From an optimization exercise on the open Yosys and OpenROAD flow, aimed at small area; shortcuts taken in it are not production practice.
The RTL was checked by simulation tests, not by an equivalence proof against the original design.
Power and IR drop assume default switching activity.

== 09-17 ==
==> flow/design.v <==
`default_nettype none
module mem_wb_wsel (
    input  wire logic i_new_n,
    input  wire logic i_old,
    input  wire logic i_we,
    input  wire logic i_we_n,
    output logic      o_d
);
    assign o_d = ~((i_old | i_we) & (i_new_n | i_we_n));
endmodule
module mem_wb_rsel (
    input  wire logic i_d0,
    input  wire logic i_d1,
    input  wire logic i_sel0_n,
    input  wire logic i_sel1_n,
    output logic      o_y
);
    assign o_y = ~((i_d0 | i_sel0_n) & (i_d1 | i_sel1_n));
endmodule
module mem_wb_nand2 (
    input  wire logic i_a,
    input  wire logic i_b,
    output logic      o_y
);
    assign o_y = ~(i_a & i_b);
endmodule
module mem_wb_nor2 (
    input  wire logic i_a,
    input  wire logic i_b,
    output logic      o_y
);
    assign o_y = ~(i_a | i_b);
endmodule
module mem_wb_or16 (
    input  wire logic [15:0] i_a,
    output logic             o_y
);
    assign o_y = |i_a;
endmodule
module mem_wb_or8 (
    input  wire logic [7:0] i_a,
    output logic            o_y
);
    assign o_y = |i_a;
endmodule
module mem_wb_or128 (
    input  wire logic [127:0] i_a,
    output logic              o_y
);
    logic [7:0] w_l2;
    for (genvar i = 0; i < 8; i++) begin : g_l2
        mem_wb_or16 u_g (.i_a(i_a[16*i +: 16]), .o_y(w_l2[i]));
    end
    mem_wb_or8 u_l3 (.i_a(w_l2), .o_y(o_y));
endmodule
module mem_wb_stage (
    input  wire logic          clk,
    input  wire logic          reset,    
    input  wire logic [7:0]    ans_ex,
    input  wire logic [7:0]    B_Bypass,
    input  wire logic          mem_en_ex,
    input  wire logic          mem_rw_ex,
    input  wire logic          mem_mux_sel_ex,
    input  wire logic [4:0]    RW_ex,
    input  wire logic [7:0]    dbg_addr,
    output logic      [7:0]    wb_data,
    output logic      [4:0]    RW_wb,
    output logic               ld_hit,
    output logic      [7:0]    dbg_data
);
    localparam int c_DEPTH = 256;
    logic [c_DEPTH-1:0][7:0] r_mem_p;
    logic                    r_phase;
    logic [c_DEPTH-1:0][7:0] w_mem_d;
    logic [7:0] r_wb_data;
    logic [4:0] r_rw_wb;
    logic       r_ld_hit;
    logic       w_load;
    logic       w_store;
    logic [7:0] w_new_n;
    logic [7:0] w_ld_tree;
    logic [7:0] w_dbg_tree;
    logic [7:0] w_ld_data;
    logic [7:0] w_wb_next;
    logic [4:0] w_rw_next;
    logic [15:0] w_a_hi, w_a_lo, w_a_hi_n, w_st_lo, w_st_lo_n;
    logic [15:0] w_d_hi, w_d_lo;
    logic [c_DEPTH-1:0]         w_we, w_we_n;
    logic [c_DEPTH-1:0]         w_ld_sel_n;
    logic [c_DEPTH-1:0]         w_dbg_sel_n;
    logic [7:0][c_DEPTH/2-1:0]  w_ld_y;
    logic [7:0][c_DEPTH/2-1:0]  w_dbg_y;
    assign w_load  = mem_en_ex & ~mem_rw_ex;
    assign w_store = mem_en_ex &  mem_rw_ex & reset;
    assign w_new_n = B_Bypass ^ {8{r_phase}};
    always_ff @(posedge clk) begin
        r_phase <= ~r_phase;
    end
    for (genvar i = 0; i < 16; i++) begin : g_pre
        assign w_a_hi[i]    = (ans_ex[7:4] == i[3:0]);
        assign w_a_lo[i]    = (ans_ex[3:0] == i[3:0]);
        assign w_a_hi_n[i]  = ~w_a_hi[i];
        assign w_st_lo[i]   = w_a_lo[i] & w_store;
        assign w_st_lo_n[i] = ~w_st_lo[i];
        assign w_d_hi[i]    = (dbg_addr[7:4] == i[3:0]);
        assign w_d_lo[i]    = (dbg_addr[3:0] == i[3:0]);
    end
    for (genvar k = 0; k < c_DEPTH; k++) begin : g_word
        mem_wb_nor2  u_we   (.i_a(w_a_hi_n[k/16]), .i_b(w_st_lo_n[k%16]), .o_y(w_we[k]));
        mem_wb_nand2 u_we_n (.i_a(w_a_hi[k/16]),   .i_b(w_st_lo[k%16]),   .o_y(w_we_n[k]));
        mem_wb_nand2 u_ld   (.i_a(w_a_hi[k/16]),   .i_b(w_a_lo[k%16]),    .o_y(w_ld_sel_n[k]));
        mem_wb_nand2 u_dbg  (.i_a(w_d_hi[k/16]),   .i_b(w_d_lo[k%16]),    .o_y(w_dbg_sel_n[k]));
        for (genvar b = 0; b < 8; b++) begin : g_bit
            mem_wb_wsel u_wsel (
                .i_new_n(w_new_n[b]), .i_old(r_mem_p[k][b]), .i_we(w_we[k]), .i_we_n(w_we_n[k]),
                .o_d(w_mem_d[k][b])
            );
        end
        always_ff @(posedge clk) begin
            r_mem_p[k] <= w_mem_d[k];
        end
    end
    for (genvar p = 0; p < c_DEPTH / 2; p++) begin : g_pair
        for (genvar b = 0; b < 8; b++) begin : g_bit
            mem_wb_rsel u_ld (
                .i_d0(r_mem_p[2*p][b]), .i_d1(r_mem_p[2*p+1][b]),
                .i_sel0_n(w_ld_sel_n[2*p]), .i_sel1_n(w_ld_sel_n[2*p+1]),
                .o_y(w_ld_y[b][p])
            );
            mem_wb_rsel u_dbg (
                .i_d0(r_mem_p[2*p][b]), .i_d1(r_mem_p[2*p+1][b]),
                .i_sel0_n(w_dbg_sel_n[2*p]), .i_sel1_n(w_dbg_sel_n[2*p+1]),
                .o_y(w_dbg_y[b][p])
            );
        end
    end
    for (genvar b = 0; b < 8; b++) begin : g_tree
        mem_wb_or128 u_ld  (.i_a(w_ld_y[b]),  .o_y(w_ld_tree[b]));
        mem_wb_or128 u_dbg (.i_a(w_dbg_y[b]), .o_y(w_dbg_tree[b]));
    end
    assign w_ld_data = ~(w_ld_tree ^ {8{r_phase}});
    assign dbg_data  = ~(w_dbg_tree ^ {8{r_phase}});
    always_comb begin
        w_wb_next = ans_ex;
        w_rw_next = RW_ex;
        if (mem_mux_sel_ex) begin
            if (w_load) begin
                w_wb_next = w_ld_data;
            end else begin
                w_wb_next = 8'h00;
                w_rw_next = {1'b0, RW_ex[3:0]};
            end
        end
    end
    always_ff @(posedge clk or negedge reset) begin
        if (!reset) begin
            r_wb_data <= 8'h00;
            r_rw_wb   <= 5'h00;
            r_ld_hit  <= 1'b0;
        end else begin
            r_wb_data <= w_wb_next;
            r_rw_wb   <= w_rw_next;
            r_ld_hit  <= w_load;
        end
    end
    assign wb_data  = r_wb_data;
    assign RW_wb    = r_rw_wb;
    assign ld_hit   = r_ld_hit;
endmodule
`default_nettype wire
export LEC_CHECK = 0
export CAP_MARGIN = 20
export CORE_MARGIN = 2
export CORE_UTILIZATION = 35
export CTS_BUF_LIST = sky130_fd_sc_hd__clkbuf_16
export CTS_CLUSTER_DIAMETER = 100
export CTS_CLUSTER_SIZE = 20
export SETUP_SLACK_MARGIN = 0.1
export SLEW_MARGIN = 20
export SYNTH_HIERARCHICAL = 1
export SYNTH_MINIMUM_KEEP_SIZE = 0
create_clock -name core_clock -period 10.0 [get_ports {clk}]
standard.sh (not shown) runs the stock make flow with config.mk's settings and CLKGATE_MAP_FILE= SYNTH_SCRIPT=/design/flow/synth_recipe.tcl, a recipe that flattens the netlist after the stock synthesis.
==> flow/flow/run.sh <==
#!/bin/bash
# Standard layout flow with two changes: plain buffers on the ports instead
# of delay cells, and a clock tree of clkbuf_8 cells without dummy loads.
# The full output of the standard flow goes to standard.log here.
export BUFFER_PORTS_ARGS="-buffer_cell sky130_fd_sc_hd__buf_2"
export CTS_ARGS="-sink_clustering_enable -repair_clock_nets -dont_use_dummy_load -buf_list sky130_fd_sc_hd__clkbuf_8 -sink_clustering_size 15 -sink_clustering_max_diameter 60"
bash standard.sh > standard.log 2>&1
09-17 reached the final stage; the timing, DRC and antenna checks on its layout passed.
## Diff of input files: 03-06 against 09-17
--- a/flow/design.v
+++ b/flow/design.v
@@ -81,11 +81,11 @@
     logic [7:0] w_ld_tree;
     logic [7:0] w_dbg_tree;
     logic [7:0] w_ld_data;
     logic [7:0] w_wb_next;
     logic [4:0] w_rw_next;
-    logic [15:0] w_a_hi, w_a_lo, w_a_hi_n, w_st_lo, w_st_lo_n;
+    logic [15:0] w_a_hi, w_a_lo, w_a_lo_n, w_st_hi, w_st_hi_n;
     logic [15:0] w_d_hi, w_d_lo;
     logic [c_DEPTH-1:0]         w_we, w_we_n;
     logic [c_DEPTH-1:0]         w_ld_sel_n;
     logic [c_DEPTH-1:0]         w_dbg_sel_n;
     logic [7:0][c_DEPTH/2-1:0]  w_ld_y;
@@ -97,19 +97,19 @@
         r_phase <= ~r_phase;
     end
     for (genvar i = 0; i < 16; i++) begin : g_pre
         assign w_a_hi[i]    = (ans_ex[7:4] == i[3:0]);
         assign w_a_lo[i]    = (ans_ex[3:0] == i[3:0]);
-        assign w_a_hi_n[i]  = ~w_a_hi[i];
-        assign w_st_lo[i]   = w_a_lo[i] & w_store;
-        assign w_st_lo_n[i] = ~w_st_lo[i];
+        assign w_a_lo_n[i]  = ~w_a_lo[i];
+        assign w_st_hi[i]   = w_a_hi[i] & w_store;
+        assign w_st_hi_n[i] = ~w_st_hi[i];
         assign w_d_hi[i]    = (dbg_addr[7:4] == i[3:0]);
         assign w_d_lo[i]    = (dbg_addr[3:0] == i[3:0]);
     end
     for (genvar k = 0; k < c_DEPTH; k++) begin : g_word
-        mem_wb_nor2  u_we   (.i_a(w_a_hi_n[k/16]), .i_b(w_st_lo_n[k%16]), .o_y(w_we[k]));
-        mem_wb_nand2 u_we_n (.i_a(w_a_hi[k/16]),   .i_b(w_st_lo[k%16]),   .o_y(w_we_n[k]));
+        mem_wb_nor2  u_we   (.i_a(w_st_hi_n[k/16]), .i_b(w_a_lo_n[k%16]), .o_y(w_we[k]));
+        mem_wb_nand2 u_we_n (.i_a(w_st_hi[k/16]),   .i_b(w_a_lo[k%16]),   .o_y(w_we_n[k]));
         mem_wb_nand2 u_ld   (.i_a(w_a_hi[k/16]),   .i_b(w_a_lo[k%16]),    .o_y(w_ld_sel_n[k]));
         mem_wb_nand2 u_dbg  (.i_a(w_d_hi[k/16]),   .i_b(w_d_lo[k%16]),    .o_y(w_dbg_sel_n[k]));
         for (genvar b = 0; b < 8; b++) begin : g_bit
             mem_wb_wsel u_wsel (
                 .i_new_n(w_new_n[b]), .i_old(r_mem_p[k][b]), .i_we(w_we[k]), .i_we_n(w_we_n[k]),
==> run summary <==
- Diff 09-17 -> 03-06: share of post-route cells with drive strength above 1 went down by 0.34 points; wire length on met1 lost 12000 um; power of the clock network moved down; portion of the clock cycle consumed by the worst path in the final layout down 4.1 points.
- Between 03-06 and 09-17, it is 03-06 whose number of antenna violations at the first check in global routing is higher, by 2.
- The final design area excluding fillers on 03-06 is in line with that on 09-17.
- 09-17 → 03-06: signed area change from the synthesized netlist to the final layout ~0 delta, total detailed-routing wirelength fell about 6.6%.
- Diff 03-06..09-17 | H-tree level count | negligible
- As far as die span in x is concerned, 09-17 and 03-06 perform about the same.
- Per the comparison of 03-06 with 09-17, synthesized area now sits at about the same level, static leakage level, die span in y saw little to no change, clock network fraction of total power decreased 0.7 points.

## afterwards: timing with drivers on the ports
How much do the figures lean on ideal ports? The routed layouts below were timed once more, with nothing changed but the port constraints. Step 1: set_driving_cell puts a clkbuf_16 on clk and a buf_2 on each other input, an assumption about the parent block. Step 2, shift: input delay + t, output delay - t, t = (earliest + latest rising clock arrival at the registers) / 2. This alone moves slack from input paths to output paths. Three values: ideal ports, drivers, drivers and shift; two values: the first two.
| run | t (ns) | setup slack, ns | worst hold slack (ns) | slew at the worst register clock pin (ns) | pins driven straight from the clock port |
|---|---|---|---|---|---|
| 09-17 | 1.084 | 0.836 / 0.807 / 0.807 | 0.472 / 0.472 / 0.472 | 0.11 / 0.11 | 1 |
| 03-06 | 1.063 | 1.247 / 1.214 / 1.214 | 0.474 / 0.474 / 0.474 | 0.11 / 0.11 | 1 |
After both steps every run listed still meets setup and hold. The setup slack of 03-06, which loses most, moves by -0.033 ns with the drivers and by -0.033 ns with both steps.
